This design comes from an exercise in tuning for small area, a short achievable clock period and few clock cycles per item on the open sky130 flow, not from production work. No run shown here included a check of the RTL's function; only the layout flow was run.

## flow/design.v (module list and top-level ports; edited modules follow where they fit)
// module csa_x2: 7 lines
// module csa_mj: 8 lines
// module omux3: 11 lines
// module mul_tree: 1489 lines
// module round_add: 452 lines
// module tz23: 11 lines
// module ieee754_mul_arb: 226 lines
module ieee754_mul_arb (
  input  logic        clk,
  input  logic        rst_n,
  input  logic        req0_valid,
  input  logic [31:0] req0_a,
  input  logic [31:0] req0_b,
  output logic        req0_ready,
  input  logic        req1_valid,
  input  logic [31:0] req1_a,
  input  logic [31:0] req1_b,
  output logic        req1_ready,
  output logic        rsp_valid,
  input  logic        rsp_ready,
  output logic        rsp_id,
  output logic [31:0] rsp_s,
  output logic        rsp_ovf,
  output logic        rsp_unf
);
  // ...
==> flow/flow/run.sh <==
#!/bin/bash
# The standard layout (standard.sh), with its timing repair aiming at a setup slack of
# SETUP_SLACK_MARGIN ns instead of the default; the clock and constraints are the design's.
set -euo pipefail
export SETUP_SLACK_MARGIN=7.2
bash standard.sh > standard.log 2>&1
==> flow/standard.sh <==
#!/bin/bash
# synth_recipe.tcl (not shown) runs the flow's synth.tcl, then flattens the netlist and writes it again
# the make line also repeats each setting of config.mk as NAME=value (left out here)
make -C /OpenROAD-flow-scripts/flow DESIGN_CONFIG=/design/flow/config.mk WORK_HOME=/design/flow/orfs CLKGATE_MAP_FILE= SYNTH_SCRIPT=/design/flow/synth_recipe.tcl "${@:-finish}"
==> flow/config.mk <==
export PLATFORM = sky130hd
export DESIGN_NAME = ieee754_mul_arb
export DESIGN_NICKNAME = ieee754_mul_arb
export VERILOG_FILES = /design/flow/design.v
export SDC_FILE = /design/flow/constraint.sdc
export NUM_CORES = 4
export LEC_CHECK = 0
export CAP_MARGIN = 20
export CORE_MARGIN = 2
export CORE_UTILIZATION = 55
export SLEW_MARGIN = 20
export SYNTH_HIERARCHICAL = 1
==> flow/constraint.sdc <==
create_clock -name core_clock -period 10.5 [get_ports {clk}]
set_input_delay 2.1000 -clock core_clock [delete_from_list [all_inputs] [get_ports {clk}]]
set_output_delay 2.1000 -clock core_clock [all_outputs]
set_load 0.01 [all_outputs]
==> flow_summary.json, run 1 <==
{
  "status": "timing/DRC/antenna clean",
  "syn_area_um2": 29300,
  "cts_buffer_depth": 3,
  "grt_pass1_wl_um": 129000,
  "cts-resized-gates": 272,
  "buf_share": 0.105,
  "period_minus_slack_ps": 3570,
  "n_all_buffers": 355,
  "wl_met2_um": 40900,
  "rsz0062_at_grt": "yes",
  "n_tap_cell": 688,
  "grt_max_degree": 90,
  "num_vias": 23200,
  "maxCapViolCount": 0,
  "endpoint": "out_q[11]",
  "min_to": "id2_q",
  "arrival_ps": 3930,
  "critPathMaxFanout": 8,
  "inverters": 119,
  "hold_viol": 0,
  "grtUsageTotal": 0.293,
  "clk_share": 0.0318,
  "drc": 0,
  "pin_count": 171,
  "ff2ff_setup_slack_ps": 6930,
  "first_iter_violations": 2149,
  "fin_area_um2": 34500,
  "grt_pass1_vias": 22700,
  "highest_layer": "met4",
  "fillers": 4290,
  "reg2reg_depth": 15,
  "io_buffer_count": 170,
  "drv_slew": 0,
  "grt_overflow": 0,
  "htreeDepth": 1,
  "syn_inst": 2983,
  "post-cts-setup-buffers": 32,
  "drt-pass1-iter-count": 8,
  "worstPathCellList": "xor2_4 > nand3_2 > o21ai_2 > maj3_2 > maj3_2 > a211oi_4 > o21ai_2 > xor2_2 > mux2i_4 > buf_6 > buf_6 > nor2b_4 > buf_12 > a222oi_1 > inv_1",
  "multi_input_comb_cells": 2331,
  "cts_buffers": 31
}
==> module ieee754_mul_arb, before the edit <==
module ieee754_mul_arb (
  input  logic        clk,
  input  logic        rst_n,
  input  logic        req0_valid,
  input  logic [31:0] req0_a,
  input  logic [31:0] req0_b,
  output logic        req0_ready,
  input  logic        req1_valid,
  input  logic [31:0] req1_a,
  input  logic [31:0] req1_b,
  output logic        req1_ready,
  output logic        rsp_valid,
  input  logic        rsp_ready,
  output logic        rsp_id,
  output logic [31:0] rsp_s,
  output logic        rsp_ovf,
  output logic        rsp_unf
);
  logic       turn_q, rdy0_q, rdy1_q;
  logic       v1_q, v2_q;
  logic [1:0] cnt_q;           
  logic acc, push_ok, en2, en1, push, pop;
  logic v1_d, v2_d;
  logic [1:0] cnt_d;
  logic rdy_d, turn_d;
  assign acc     = (req0_valid & rdy0_q) | (req1_valid & rdy1_q);
  assign pop     = (cnt_q != 2'd0) & rsp_ready;
  assign push_ok = (cnt_q != 2'd2);
  assign en2     = ~v2_q | push_ok;
  assign push    = v2_q & push_ok;
  assign en1     = ~v1_q | en2;
  always_comb begin
    v1_d   = en1 ? acc : v1_q;
    v2_d   = en2 ? v1_q : v2_q;
    cnt_d  = cnt_q + {1'b0, push} - {1'b0, pop};
    rdy_d  = ~(v1_d & v2_d & (cnt_d == 2'd2));
    turn_d = turn_q ^ (rdy0_q | rdy1_q);
  end
  always_ff @(posedge clk or negedge rst_n) begin
    if (!rst_n) begin
      turn_q <= 1'b0;
      rdy0_q <= 1'b0;
      rdy1_q <= 1'b0;
      v1_q   <= 1'b0;
      v2_q   <= 1'b0;
      cnt_q  <= 2'd0;
    end else begin
      turn_q <= turn_d;
      rdy0_q <= rdy_d & ~turn_d;
      rdy1_q <= rdy_d & turn_d;
      v1_q   <= v1_d;
      v2_q   <= v2_d;
      cnt_q  <= cnt_d;
    end
  end
  assign req0_ready = rdy0_q;
  assign req1_ready = rdy1_q;
  logic [31:0] a_in, b_in;
  logic [11:0] one_in, two_in;
  logic [31:0] a1_q, b1_q;
  logic [11:0] one1_q, two1_q;
  logic        id1_q;
  assign a_in = turn_q ? req1_a : req0_a;
  assign b_in = turn_q ? req1_b : req0_b;
  always_comb begin
    logic [24:0] mbx;
    mbx = {1'b1, b_in[22:0], 1'b0};    
    for (int i = 0; i < 12; i++) begin
      one_in[i] = mbx[2*i+1] ^ mbx[2*i];
      two_in[i] = (mbx[2*i+2] & ~mbx[2*i+1] & ~mbx[2*i]) | (~mbx[2*i+2] & mbx[2*i+1] & mbx[2*i]);
    end
  end
  always_ff @(posedge clk) begin
    if (en1) begin
      a1_q   <= a_in;
      b1_q   <= b_in;
      one1_q <= one_in;
      two1_q <= two_in;
      id1_q  <= turn_q;
    end
  end
  logic [7:0]  ea, eb;
  logic        a_zero, b_zero, a_inf, b_inf, a_nan, b_nan;
  logic        nan_a, inf_a, zero_a;
  logic [9:0]  esum_a;
  logic [4:0]  tza, tzb;
  logic [5:0]  tzs;
  logic        st_lo_a, st_hi_a;
  logic [11:0] bneg;
  logic [47:0] r0_a, r1_a;
  logic        c10_a;
  assign ea     = a1_q[30:23];
  assign eb     = b1_q[30:23];
  assign a_zero = (ea == 8'h00);
  assign b_zero = (eb == 8'h00);
  assign a_inf  = (ea == 8'hff) && (a1_q[22:0] == 23'd0);
  assign b_inf  = (eb == 8'hff) && (b1_q[22:0] == 23'd0);
  assign a_nan  = (ea == 8'hff) && (a1_q[22:0] != 23'd0);
  assign b_nan  = (eb == 8'hff) && (b1_q[22:0] != 23'd0);
  assign nan_a  = a_nan | b_nan | (a_inf & b_zero) | (b_inf & a_zero);
  assign inf_a  = a_inf | b_inf;
  assign zero_a = a_zero | b_zero;
  assign esum_a = {2'b00, ea} + {2'b00, eb} - 10'd127;
  tz23 u_tza (.f(a1_q[22:0]), .n(tza));
  tz23 u_tzb (.f(b1_q[22:0]), .n(tzb));
  assign tzs     = {1'b0, tza} + {1'b0, tzb};
  assign st_lo_a = (tzs < 6'd22);    
  assign st_hi_a = (tzs < 6'd23);    
  always_comb begin
    for (int i = 0; i < 11; i++) bneg[i] = b1_q[2*i+1];
    bneg[11] = 1'b1;
  end
  mul_tree u_tree (
    .ma   ({1'b1, a1_q[22:0]}),
    .bneg (bneg),
    .bone (one1_q),
    .btwo (two1_q),
    .r0   (r0_a),
    .r1   (r1_a),
    .c10  (c10_a)
  );
  logic [47:10] r0_q, r1_q;
  logic        c10_q;
  logic [9:0]  esum_q;
  logic        sgn_q, spec_q, spec_ff_q, spec_nan_q, st_lo_q, st_hi_q, id2_q;
  always_ff @(posedge clk) begin
    if (en2) begin
      r0_q       <= r0_a[47:10];
      r1_q       <= r1_a[47:10];
      c10_q      <= c10_a;
      esum_q     <= esum_a;
      sgn_q      <= (a1_q[31] ^ b1_q[31]) & ~nan_a;
      spec_q     <= nan_a | inf_a | zero_a;
      spec_ff_q  <= nan_a | inf_a;
      spec_nan_q <= nan_a;
      st_lo_q    <= st_lo_a;
      st_hi_q    <= st_hi_a;
      id2_q      <= id1_q;
    end
  end
  logic        c22, h24;
  logic [22:0] t0, t1;
  logic [3:0]  zb, za, zc;             
  logic [3:0]  zd;                     
  logic        sel_u, sel_h, sel_l, bh, bl2, bl1, p23, p22;
  logic        tie_h, tie_l, hi, ovl;
  logic [22:0] uh, ul;
  logic [22:0] mant_h, mant_l;
  logic [9:0]  e1;
  logic        ovf0, ovf1, unf0, unf1, nrm0, nrm1;
  logic [7:0]  fill0, fill1;
  logic        inc;
  logic [7:0]  ex0, ex1;
  logic [22:0] fr_h, fr_l;
  logic        ovf_1, ovf_0, unf_1, unf_0;
  round_add u_add (.x(r0_q), .y(r1_q), .c10(c10_q), .c22(c22), .h24(h24), .t0(t0), .t1(t1));
  always_comb begin
    zb    = {1'b0, h24, 2'b00} + {2'b00, r0_q[23], 1'b0} + {2'b00, r1_q[23], 1'b0}
          + {3'b000, r0_q[22]} + {3'b000, r1_q[22]};
    za    = zb + 4'd1;
    zc    = zb + 4'd2;
    zd    = zb + 4'd3;
    sel_u = c22 ? za[3] : zb[3];       
    sel_h = c22 ? zd[3] : zc[3];       
    sel_l = c22 ? zc[3] : za[3];       
    bh    = c22 ? zd[2] : zc[2];       
    bl2   = c22 ? zc[2] : za[2];       
    bl1   = c22 ? zc[1] : za[1];       
    p23   = c22 ? za[1] : zb[1];       
    p22   = c22 ? ~zb[0] : zb[0];      
    tie_h = p23 & ~st_hi_q;            
    tie_l = p22 & ~st_lo_q;            
    uh    = sel_h ? t1 : t0;           
    ul    = sel_l ? t1 : t0;           
    hi    = sel_u ? t1[22] : t0[22];   
    ovl   = ul[22];                    
    mant_h = {uh[21:0], bh & ~tie_h};
    mant_l = {ul[20:0], bl2, bl1 & ~tie_l};
    e1    = esum_q + 10'd1;
    ovf0  = !esum_q[9] && (esum_q[8] || esum_q[7:0] == 8'hff);
    unf0  = esum_q[9] || esum_q == 10'd0;
    ovf1  = !e1[9] && (e1[8] || e1[7:0] == 8'hff);
    unf1  = e1[9] || e1 == 10'd0;
    nrm0  = ~spec_q & ~ovf0 & ~unf0;
    nrm1  = ~spec_q & ~ovf1 & ~unf1;
    fill0 = {8{spec_ff_q | (~spec_q & ovf0)}};
    fill1 = {8{spec_ff_q | (~spec_q & ovf1)}};
    inc   = hi | ovl;
    ex0   = nrm0 ? esum_q[7:0] : fill0;
    ex1   = nrm1 ? e1[7:0] : fill1;
    fr_h  = (mant_h & {23{nrm1}}) | {spec_nan_q, 22'd0};
    fr_l  = (mant_l & {23{nrm0}}) | {spec_nan_q, 22'd0};
    ovf_1 = ~spec_q & ovf1;
    ovf_0 = ~spec_q & ovf0;
    unf_1 = ~spec_q & unf1 & ~ovf1;
    unf_0 = ~spec_q & unf0 & ~ovf0;
  end
  logic [34:0] out_q, sk_q, q_d;
  logic        c2, h1, h0, i1, i0, out_en, sk_en;
  assign c2     = (cnt_q == 2'd2);
  assign h1     = hi & ~c2;
  assign h0     = ~hi & ~c2;
  assign i1     = inc & ~c2;
  assign i0     = ~inc & ~c2;
  assign out_en = c2 ? pop : push & (cnt_q == 2'd0 || pop);
  assign sk_en  = push & (cnt_q == 2'd1) & ~pop;
  for (genvar j = 0; j < 23; j++) begin : g_fr
    omux3 u_m (.a(fr_h[j]), .b(fr_l[j]), .c(sk_q[j]), .sa(h1), .sb(h0), .sc(c2), .y(q_d[j]));
  end
  for (genvar k = 0; k < 8; k++) begin : g_ex
    omux3 u_m (.a(ex1[k]), .b(ex0[k]), .c(sk_q[23+k]), .sa(i1), .sb(i0), .sc(c2), .y(q_d[23+k]));
  end
  omux3 u_unf (.a(unf_1), .b(unf_0), .c(sk_q[32]), .sa(i1), .sb(i0), .sc(c2), .y(q_d[32]));
  omux3 u_ovf (.a(ovf_1), .b(ovf_0), .c(sk_q[33]), .sa(i1), .sb(i0), .sc(c2), .y(q_d[33]));
  assign q_d[31] = c2 ? sk_q[31] : sgn_q;
  assign q_d[34] = c2 ? sk_q[34] : id2_q;
  always_ff @(posedge clk) begin
    if (out_en) out_q <= q_d;
    if (sk_en)  sk_q  <= q_d;
  end
  assign rsp_valid = (cnt_q != 2'd0);
  assign rsp_id    = out_q[34];
  assign rsp_ovf   = out_q[33];
  assign rsp_unf   = out_q[32];
  assign rsp_s     = out_q[31:0];
endmodule
==> inputs of run 2 (changes only) <==
--- a/flow/design.v
+++ b/flow/design.v
@@ -1997,12 +1997,13 @@
   logic       turn_q, rdy0_q, rdy1_q;
   logic       v1_q, v2_q;
   logic [1:0] cnt_q;           
+  logic       vld_q;           
   logic acc, push_ok, en2, en1, push, pop;
   logic v1_d, v2_d;
   logic [1:0] cnt_d;
   logic rdy_d, turn_d;
   assign acc     = (req0_valid & rdy0_q) | (req1_valid & rdy1_q);
-  assign pop     = (cnt_q != 2'd0) & rsp_ready;
+  assign pop     = vld_q & rsp_ready;
   assign push_ok = (cnt_q != 2'd2);
   assign en2     = ~v2_q | push_ok;
   assign push    = v2_q & push_ok;
@@ -2022,6 +2023,7 @@
       v1_q   <= 1'b0;
       v2_q   <= 1'b0;
       cnt_q  <= 2'd0;
+      vld_q  <= 1'b0;
     end else begin
       turn_q <= turn_d;
       rdy0_q <= rdy_d & ~turn_d;
@@ -2029,6 +2031,7 @@
       v1_q   <= v1_d;
       v2_q   <= v2_d;
       cnt_q  <= cnt_d;
+      vld_q  <= (cnt_d != 2'd0);
     end
   end
   assign req0_ready = rdy0_q;
@@ -2196,7 +2199,7 @@
     if (out_en) out_q <= q_d;
     if (sk_en)  sk_q  <= q_d;
   end
-  assign rsp_valid = (cnt_q != 2'd0);
+  assign rsp_valid = vld_q;
   assign rsp_id    = out_q[34];
   assign rsp_ovf   = out_q[33];
   assign rsp_unf   = out_q[32];
==> flow/flow/run.sh (replaced) <==
#!/bin/bash
# The standard layout (standard.sh) with two changes to how it is made, not to what it must
# meet (the clock and constraints are the design's):
#  - timing repair aims at a setup slack of SETUP_SLACK_MARGIN ns instead of the default;
#  - the buffers that every port gets are buf_2 cells instead of the default delay buffers.
# standard.sh's output (make and every tool it runs) goes to standard.log here.
set -euo pipefail
export SETUP_SLACK_MARGIN=7.2
export BUFFER_PORTS_ARGS="-buffer_cell sky130_fd_sc_hd__buf_2"
bash standard.sh > standard.log 2>&1
==> run 2 against run 1 <==
- setup slack gained 100 ps
- core utilization decreased by 0.73 points
- critical path depth down 3
- die area is 0.77% lower
- maximum frequency grew 3.0%
- wire length fell by 0.79%
- count of clock-buffer cells in the layout grew 1
- sequential share of layout area is 0.42 points higher
==> flow_summary.json, run 2 <==
{
  "status": "timing/DRC/antenna clean",
  "layout_commonest_cell": "xor2_1",
  "grt_pass1_wl_um": 123000,
  "grt_pass1_vias": 22500,
  "path_class": "reg2reg",
  "place_congestion": 0.886,
  "row_count": 84,
  "setup.worst_path.end_class": "flop",
  "period_minus_slack_ps": 3460,
  "finalSetupViolations": 0,
  "clkTransAtPathRegs_ps": 70,
  "antenna_found_initial": 1,
  "drt-pass1-iter-count": 7,
  "maxCapViolCount": 0,
  "fin_tns_setup_ps": 0,
  "dp_hpwl_um": 52200,
  "fillers": 4266,
  "drive_gt1_frac": 0.310,
  "num_vias": 23200,
  "top_regs": "r0_q (38), r1_q (38)",
  "grt_max_degree": 65,
  "numClockSinks": 260,
  "hold_ws_ps": 421,
  "die_h_um": 234,
  "yosys_warnings": 8,
  "grt_overflow": 0,
  "fin_cells": 3824,
  "drv_slew": 0,
  "grtUsageTotal": 0.284,
  "critPathMaxFanout": 5,
  "viasPerCell": 6.05,
  "use_met2": 0.483,
  "worstPathCellList": "buf_4 > clkbuf_16 > a22oi_2 > xnor2_2 > maj3_2 > xor2_2 > xor2_1 > xor2_1 > xor2_1 > buf_4 > maj3_2 > maj3_2",
  "routed_wirelength_um": 85400,
  "start_util": 0.555,
  "met1_usage": 0.362,
  "avgRoutedWirePerCell_um": 22.3,
  "hold_viol": 0,
  "synthToLayoutAreaGrowth_pct": 17.0,
  "cts_tree": "done",
  "crit_slowest_cell": "edfxtp_1",
  "arrival_ps": 3790,
  "fmax_ghz": 0.289,
  "grt-busiest-layer": "met2",
  "final_util": 0.649,
  "maxSlewHeadroom": 0.348,
  "io_buffer_count": 170,
  "grt_use_met3": 0.0474,
  "cts_hold_buf": 0,
  "finClkSkew_ps": 29.9,
  "die_w_um": 234,
  "coreArea_um2": 52300,
  "final_net_count": 3287,
  "cts_buffers": 29,
  "slowest_delay_ps": 470,
  "rsz0062_at_grt": "yes",
  "first_iter_violations": 2150,
  "critPathLaunchType": "flop",
  "pin_count": 171,
  "tightestPinTransition_ps": 951,
  "die_area_um2": 54700,
  "drc": 0,
  "ant_nets": 0,
  "required_ps": 10830,
  "root_buffer": "clkbuf_16",
  "final_cell_mix": "585 x xor2_1, 290 x xnor2_1, 270 x maj3_2",
  "cts_buffer_depth": 3,
  "syn_area_um2": 29000,
  "min_path_type": "reg2reg",
  "htreeDepth": 1,
  "syn_inst": 2985,
  "syn_area_per_cell_um2": 9.73,
  "insertion_delay_ps": 610,
  "dp_cells": 3623,
  "fin_crit_sh": 0.330
}
==> run 2: final timing paths <==
check	end	startpoint	slack, ps	cells after the start
hold reg to reg	id2_q	id1_q	420	0
hold / removal	id2_q	id1_q	420	0
min in group asynchronous	rdy1_q	rst_n	1340	1
max in group asynchronous	turn_q	rst_n	8970	1
setup / recovery	r1_q[32]	two1_q[4]	7040	12
setup reg to reg	r1_q[32]	two1_q[4]	7040	12
==> run 2: repair_timing <==
| action | in CTS | in global routing |
|---|---|---|
| setup endpoints to repair | 108 | 100 |
| buffers inserted | 40 | 86 |
| pin swaps | 47 | 163 |
| gates resized for setup | 119 | 246 |
| cloned | 4 | 21 |
==> run 2: through the flow <==
stage,cell area (um2),worst slack (ps)
after floorplan,29200,6990
after global placement,29700,6280
after detailed placement,29700,6240
after CTS,31500,7050
after global routing,34000,6840
final,34000,7040
==> run 2: metal layers <==
| metal | wire length, um | vias to the layer above |
|---|---|---|
| met1 | 35200 | 11200 |
| met5 | 0 | - |
| met3 | 6330 | 234 |
| met4 | 4020 | 0 |
| met2 | 39900 | 955 |
| li1 | - | 10700 |
==> run 2: area by class of cell <==
type	count	area (um2)	share of cell area
timing repair buffer	380	3440	0.101
clock inverter	12	98.8	0.00291
antenna	1	2.50	0.0000737
clock buffer	37	756	0.0222
tap	688	861	0.0253
inverter	124	468	0.0138
sequential	260	7770	0.229
multi-input combinational	2322	20600	0.606
==> run 2: worst max-delay path, delay by kind of cell (launching register included) <==
kind            cells  cell delay [ps]
compound gates      1              190
xor+xnor            5              890
fa+ha+maj           3             1080
buf+inv             3              550
flops               1              470
==> inputs of run 3 (changes only) <==
--- a/flow/flow/run.sh
+++ b/flow/flow/run.sh
@@ -5,6 +5,6 @@
 #  - the buffers that every port gets are buf_2 cells instead of the default delay buffers.
 # standard.sh's output (make and every tool it runs) goes to standard.log here.
 set -euo pipefail
-export SETUP_SLACK_MARGIN=7.2
+export SETUP_SLACK_MARGIN=7.0
 export BUFFER_PORTS_ARGS="-buffer_cell sky130_fd_sc_hd__buf_2"
 bash standard.sh > standard.log 2>&1
==> run 3 against run 2 <==
- still clean on timing, DRC and antenna
- wire length down 5.1%
- synthesized area is the same
- highest routed layer unchanged
==> flow_summary.json, run 3 <==
{
  "num_vias": 22500,
  "layout_commonest_cell": "xor2_1",
  "grt-busiest-layer": "met2",
  "place_congestion": 0.893,
  "pin_count": 171,
  "root_buffer": "clkbuf_16",
  "grt_pass1_vias": 22100,
  "maxCapViolCount": 0,
  "grt_pass1_wl_um": 125000,
  "hold_viol": 0,
  "critPathTopFamily": "compound AO/OA/AOI/OAI gates",
  "antenna_found_initial": 1,
  "synthToLayoutAreaGrowth_pct": 9.98,
  "fmax_ghz": 0.284,
  "drv_slew": 0,
  "setup.worst_path.end_class": "flop",
  "first_iter_violations": 1848,
  "cts_buffer_depth": 3,
  "die_h_um": 234,
  "rsz0062_at_grt": "yes",
  "insertion_delay_ps": 610,
  "grt_use_met3": 0.0362,
  "top_regs": "r0_q (38), r1_q (38)",
  "cts_tree": "done",
  "status": "timing/DRC/antenna clean",
  "min_path_type": "reg2reg",
  "arrival_ps": 3870,
  "setup_ws_ps": 6980,
  "grt_overflow": 0,
  "dp_cells": 3626,
  "critPathLaunchType": "flop",
  "required_ps": 10850,
  "worstPathCellList": "xor2_2 > a21oi_2 > o21ai_4 > maj3_2 > maj3_2 > a211oi_4 > o21ai_4 > xor2_2 > buf_4 > mux2i_4 > a21oi_4 > a222oi_1 > inv_1",
  "period_minus_slack_ps": 3520,
  "slowest_delay_ps": 420,
  "fin_crit_sh": 0.336,
  "crit_buf_inv": 2,
  "dp_slack_ps": 6120,
  "start_util": 0.555,
  "yosys_warnings": 8,
  "syn_area_um2": 29000,
  "die_w_um": 234,
  "coreArea_um2": 52300,
  "final_cell_mix": "628 x xor2_1, 319 x xnor2_1, 274 x a22oi_1",
  "syn_area_per_cell_um2": 9.73,
  "viasPerCell": 6.01,
  "dp_hpwl_um": 53800,
  "met1_usage": 0.379,
  "final_util": 0.610,
  "use_met2": 0.501,
  "fin_cells": 3751,
  "routed_wirelength_um": 81100,
  "critPathMaxFanout": 5,
  "fin_tns_setup_ps": 0,
  "avgRoutedWirePerCell_um": 21.6,
  "numClockSinks": 260,
  "grt_max_degree": 84,
  "drive_gt1_frac": 0.253,
  "finalSetupViolations": 0,
  "cts_buffers": 30,
  "grtUsageTotal": 0.291,
  "crit_slowest_cell": "edfxtp_1",
  "die_area_um2": 54700,
  "ant_nets": 0,
  "drc": 0,
  "drt-pass1-iter-count": 6,
  "post_dp_cell_area_um2": 29700,
  "io_buffer_count": 170,
  "clkTransAtPathRegs_ps": 60,
  "htreeDepth": 1,
  "finClkSkew_ps": 20.5,
  "final_net_count": 3208,
  "row_count": 84,
  "tightestPinTransition_ps": 1000,
  "path_class": "reg2reg",
  "fin_area_um2": 31900,
  "syn_inst": 2985,
  "maxSlewHeadroom": 0.331
}
[run 3: cell count changes in the layout (fill, tap and decap cells not counted), moves of 13 or more]
cell       previous run  this run
xor2_2               63        19
clkbuf_16            50        34
xnor2_1             290       319
buf_4               117        85
a22oi_1             222       274
xor2_1              585       628
buf_12               35         4
buf_6                21        34
a22oi_2              55         3
xnor2_2              32         3
[run 3: layout make-up]
type	instances	area [um2]
Fill cell	4465	20400
Multi-Input combinational cell	2320	19700
Sequential cell	260	7770
Timing Repair Buffer	302	2090
Clock buffer	38	896
Tap cell	688	861
Inverter	124	465
Clock inverter	18	131
Antenna cell	1	2.50
[run 3: timing repair]
action                                 4_1_cts  5_1_grt
resized for setup                           56       82
endpoints found under the hold margin        0        0
setup buffers                               27       38
hold buffers                                 0        0
cloned                                       2        0
setup endpoints to repair                   77       87
pin swaps                                   22       52
[run 3: worst paths after layout]
kind,endpoint,start,slack (ps),depth (start not counted)
worst max-delay path,out_q[28],r1_q[44],6980,13
worst min-delay path,id2_q,id1_q,450,0
worst max register to register,out_q[28],r1_q[44],6980,13
worst min register to register,id2_q,id1_q,450,0
max in group asynchronous,turn_q,rst_n,8990,1
min in group asynchronous,vld_q,rst_n,1320,1
[run 3: per-layer routing]
metal / wire, um / part of all wire / vias up
met5: 0 / 0 / -
met4: 2080 / 0.026 / 0
met3: 4810 / 0.059 / 129
met2: 39400 / 0.49 / 777
met1: 34800 / 0.43 / 11000
li1: - / - / 10600
[run 3: per-stage QoR]
step,hold WS [ps]
after floorplan,400
after global placement,421
after detailed placement,432
after CTS,454
after global routing,468
final,447
==> inputs of run 4 (changes only) <==
--- a/flow/flow/run.sh
+++ b/flow/flow/run.sh
@@ -5,6 +5,6 @@
 #  - the buffers that every port gets are buf_2 cells instead of the default delay buffers.
 # standard.sh's output (make and every tool it runs) goes to standard.log here.
 set -euo pipefail
-export SETUP_SLACK_MARGIN=7.0
+export SETUP_SLACK_MARGIN=6.9
 export BUFFER_PORTS_ARGS="-buffer_cell sky130_fd_sc_hd__buf_2"
 bash standard.sh > standard.log 2>&1
==> run 4 against run 3 <==
- core utilization decreased by 0.25 points
- still clean on timing, DRC and antenna
- critical endpoint is now sk_q[24]
- wire length fell by 1.1%
- highest routed layer unchanged
- synthesized area is the same
- largest cell class unchanged
- critical path type unchanged
- hold slack worse by 6.8 ps
- via count up 0.18%
==> flow_summary.json, run 4 <==
{
  "grt_pass1_vias": 21900,
  "tightestPinTransition_ps": 936,
  "ant_nets": 0,
  "finClkSkew_ps": 26.2,
  "critPathLaunchType": "flop",
  "top_regs": "r0_q (38), r1_q (38)",
  "die_area_um2": 54700,
  "arrival_ps": 3950,
  "final_net_count": 3200,
  "drc": 0,
  "avgRoutedWirePerCell_um": 21.4,
  "dp_hpwl_um": 52700,
  "die_w_um": 234,
  "io_buffer_count": 170,
  "place_congestion": 0.892,
  "syn_area_per_cell_um2": 9.73,
  "grtUsageTotal": 0.286,
  "critPathTopFamily": "compound AO/OA/AOI/OAI gates",
  "antenna_found_initial": 0,
  "crit_slowest_cell": "edfxtp_1",
  "num_vias": 22600,
  "maxCapViolCount": 0,
  "fmax_ghz": 0.277,
  "viasPerCell": 6.03,
  "finalSetupViolations": 0,
  "numClockSinks": 260,
  "synthToLayoutAreaGrowth_pct": 9.53,
  "rsz0062_at_grt": "yes",
  "critPathMaxFanout": 6,
  "setup.worst_path.end_class": "flop",
  "drt-pass1-iter-count": 6,
  "grt_pass1_wl_um": 123000,
  "root_buffer": "clkbuf_16",
  "row_count": 84,
  "insertion_delay_ps": 620,
  "syn_inst": 2985,
  "min_path_type": "reg2reg",
  "slowest_delay_ps": 420,
  "cts_buffer_depth": 3,
  "required_ps": 10840,
  "fin_area_um2": 31800,
  "hold_viol": 0,
  "layout_commonest_cell": "xor2_1",
  "grt_overflow": 0,
  "antenna_cells": 0,
  "first_iter_violations": 1893,
  "cts_buffers": 30,
  "yosys_warnings": 8,
  "pin_count": 171,
  "drv_slew": 0,
  "fillers": 4569,
  "syn_area_um2": 29000,
  "routed_wirelength_um": 80200,
  "hold_ws_ps": 440,
  "coreArea_um2": 52300,
  "period_minus_slack_ps": 3610,
  "drive_gt1_frac": 0.250,
  "post_dp_cell_area_um2": 29700,
  "fin_crit_sh": 0.343,
  "final_util": 0.608,
  "cts_tree": "done",
  "final_cell_mix": "628 x xor2_1, 321 x xnor2_1, 276 x a22oi_1",
  "maxSlewHeadroom": 0.374,
  "die_h_um": 234,
  "crit_buf_inv": 3,
  "clkTransAtPathRegs_ps": 60,
  "worstPathCellList": "xor2_2 > a21oi_4 > o21ai_4 > maj3_2 > maj3_2 > a211oi_4 > o21ai_4 > xor2_2 > mux2i_2 > buf_6 > a21oi_4 > buf_6 > a222oi_1 > inv_1",
  "status": "timing/DRC/antenna clean",
  "htreeDepth": 1,
  "grt_max_degree": 83,
  "fin_tns_setup_ps": 0,
  "start_util": 0.555,
  "path_class": "reg2reg"
}
==> run 4: per-stage QoR <==
stage                     setup WS [ps]  std cells
after floorplan                    6920       2993
after global placement             6270       3625
after detailed placement           6170       3625
after CTS                          6860       3700
after global routing               6770       3742
final                              6890       3742
==> run 4: layout make-up <==
cell class / instances / area [um2] / share of cell area
inverters: 124 / 468 / 0.0147
clock inverters: 16 / 134 / 0.00421
repair buffers: 291 / 1980 / 0.0623
multi-input cells: 2323 / 19700 / 0.620
well taps: 688 / 861 / 0.0271
flip-flops and latches: 260 / 7770 / 0.244
clock buffers: 40 / 871 / 0.0274
==> run 4: worst paths after layout <==
check | from | end | slack (ps) | cells after the start
worst max-delay path | r0_q[44] | sk_q[24] | 6890 | 14
worst min-delay path | id1_q | id2_q | 440 | 0
worst max register to register | r0_q[44] | sk_q[24] | 6890 | 14
worst min register to register | id1_q | id2_q | 440 | 0
max in group asynchronous | rst_n | turn_q | 8990 | 1
min in group asynchronous | rst_n | rdy0_q | 1330 | 1
==> run 4: metal layers <==
metal	GRT usage	wire length, um
met3	0.0360	4790
met4	0.121	3000
met5	0	0
met1	0.374	34500
met2	0.477	37900
==> run 4: repair_timing <==
| action | 4_1_cts | 5_1_grt |
|---|---|---|
| endpoints found under the setup margin | 76 | 82 |
| buffers inserted | 15 | 38 |
| hold buffers | 0 | 0 |
| pin swaps | 13 | 51 |
| resized for setup | 43 | 100 |
| cloned | 4 | 3 |
==> inputs of run 5 (changes only) <==
==> flow/flow/run.sh (replaced) <==
#!/bin/bash
# The standard layout (standard.sh) with changes to how it is made, not to what it must meet
# (the clock and constraints are the design's):
#  - timing repair aims at a setup slack of SETUP_SLACK_MARGIN ns instead of the default;
#  - the buffers that every port gets are buf_2 cells instead of the default delay buffers;
#  - clock tree synthesis builds the tree from clkbuf_8 cells (clkbuf_16 at the root) and adds
#    no dummy loads.
# standard.sh's output goes to standard.log here; each ORFS step logs to orfs/logs/.
set -euo pipefail
export SETUP_SLACK_MARGIN=7.0
export BUFFER_PORTS_ARGS="-buffer_cell sky130_fd_sc_hd__buf_2"
export CTS_ARGS="-sink_clustering_enable -repair_clock_nets -dont_use_dummy_load -root_buf sky130_fd_sc_hd__clkbuf_16 -buf_list sky130_fd_sc_hd__clkbuf_8"
bash standard.sh > standard.log 2>&1
==> run 5 against run 4 <==
- still clean
- first-iteration DRC count fell by 8.5%
- non-clock buffer count rose by 9
- register-to-register slack improved by 60 ps
- hold slack got worse by 1.2 ps
- maximum frequency rose by 1.6%
- synthesized cell count did not move
- critical path type unchanged
- critical endpoint is now sk_q[23]
==> flow_summary.json, run 5 <==
{
  "final_util": 0.604,
  "layout_commonest_cell": "xor2_1",
  "dp_slack_ps": 6120,
  "syn_area_per_cell_um2": 9.73,
  "ant_nets": 0,
  "grt_overflow": 0,
  "viasPerCell": 6.05,
  "highest_layer": "met4",
  "drive_gt1_frac": 0.251,
  "first_iter_violations": 1732,
  "top_regs": "r0_q (38), r1_q (38)",
  "tightestPinTransition_ps": 1000,
  "required_ps": 10780,
  "setup.worst_path.end_class": "flop",
  "fmax_ghz": 0.282,
  "avgRoutedWirePerCell_um": 21.8,
  "hold_viol": 0,
  "finalSetupViolations": 0,
  "yosys_warnings": 8,
  "rsz0062_at_grt": "yes",
  "syn_inst": 2985,
  "grtUsageTotal": 0.291,
  "drc": 0,
  "antenna_cells": 0,
  "dp_hpwl_um": 53800,
  "cts_hold_buf": 0,
  "coreArea_um2": 52300,
  "wl_met2_um": 39800,
  "numClockSinks": 260,
  "critPathLaunchType": "flop",
  "row_count": 84,
  "synthToLayoutAreaGrowth_pct": 8.92,
  "pin_count": 171,
  "place_congestion": 0.893,
  "finClkSkew_ps": 32.9,
  "fin_area_um2": 31600,
  "fin_tns_setup_ps": 0,
  "arrival_ps": 3820,
  "fin_crit_sh": 0.338,
  "routed_wirelength_um": 81600,
  "drt-pass1-iter-count": 5,
  "cts_tree": "done",
  "endpoint": "sk_q[23]",
  "final_cell_mix": "627 x xor2_1, 320 x xnor2_1, 276 x a22oi_1",
  "post_dp_cell_area_um2": 29700,
  "grt_max_degree": 84,
  "critPathLaunch": "r0_q[43]",
  "num_vias": 22600,
  "fin_cells": 3740,
  "maxCapViolCount": 0,
  "hold_ws_ps": 439,
  "dp_cells": 3626,
  "die_h_um": 234,
  "die_w_um": 234,
  "cts_buffer_depth": 3,
  "status": "timing/DRC/antenna clean",
  "root_buffer": "clkbuf_16",
  "clkTransAtPathRegs_ps": 60,
  "start_util": 0.555,
  "reg2reg_depth": 13,
  "die_area_um2": 54700,
  "r2r_end": "sk_q[23]",
  "ff2ff_setup_slack_ps": 6950,
  "period_minus_slack_ps": 3550,
  "reg2reg_from": "r0_q[43]",
  "path_class": "reg2reg",
  "syn_area_um2": 29000,
  "final_net_count": 3224,
  "antenna_found_initial": 0,
  "grt_pass1_wl_um": 124000,
  "wl_met3_um": 5010,
  "critPathMaxFanout": 5,
  "maxSlewHeadroom": 0.330,
  "hold_path_depth": 0,
  "io_buffer_count": 170,
  "cts_buffers": 47,
  "min_path_type": "reg2reg",
  "wl_met1_um": 34600,
  "setup_ws_ps": 6950,
  "grt_pass1_vias": 22200,
  "drv_slew": 0,
  "htreeDepth": 2,
  "insertion_delay_ps": 540
}
[run 5: layout make-up]
class	count	area (um2)
repair buffers	300	2120
clock buffers	47	703
well taps	688	861
inverters	124	465
multi-input cells	2321	19700
fillers	4512	20700
flip-flops and latches	260	7770
[run 5: metal layers]
metal,global-route usage,up-vias
li1,-,10600
met4,0.0987,0
met2,0.500,855
met3,0.0409,160
met5,0,-
met1,0.377,11000
[run 5: worst min-delay path by stage]
stage	to	startpoint	slack, ps
finish	id2_q	id1_q	440
global route	id2_q	id1_q	460
CTS	id2_q	id1_q	440
detailed placement	id2_q	id1_q	430
global placement	id2_q	id1_q	420
floorplan	id2_q	id1_q	400
[run 5: critical path, stage by stage (launching register included)]
cell	delay, ps
edfxtp_1	510
xor2_4	220
nand3_2	130
o21ai_4	60
maj3_2	300
maj3_2	340
a211oi_4	350
o21ai_4	140
xor2_2	220
buf_4	190
mux2i_4	230
a21oi_2	160
a222oi_1	350
inv_1	90
[run 5: timing repair]
| action | CTS | global route |
|---|---|---|
| resized for setup | 48 | 85 |
| buffers inserted | 20 | 42 |
| setup endpoints to repair | 76 | 86 |
| pin swaps | 15 | 50 |
| gates cloned | 1 | 3 |

## re-timing with driven ports
In the flow no input, the clock included, has a driving cell. The finished layouts below were timed again as built, in two steps.
Step 1, drivers: a clkbuf_16 drives clk and a buf_2 each remaining input, both assumed.
Step 2 times the ports against the registers' clock, not the clock port: input delays grow and output delays shrink by t, the midpoint of the rising clock arrivals with the driver on.
Slacks: no drivers / after step 1 / after step 2; pairs: no drivers / after step 1.
| run | shift t [ns] | slack for setup (ns) | worst setup path at the end |
|---|---|---|---|
| run 1 | 0.675 | 6.932 / 6.932 / 6.624 | input to register |
| run 2 | 0.656 | 7.036 / 7.036 / 6.756 | input to register |
| run 3 | 0.665 | 6.976 / 6.976 / 6.778 | input to register |
| run 4 | 0.665 | 6.895 / 6.895 / 6.703 | input to register |
| run 5 | 0.584 | 6.953 / 6.953 / 6.784 | input to register |
After both steps setup and hold are still met in every run listed. The setup slack of run 1, which loses most, moves by 0.000 ns with the drivers and by -0.308 ns with both steps.
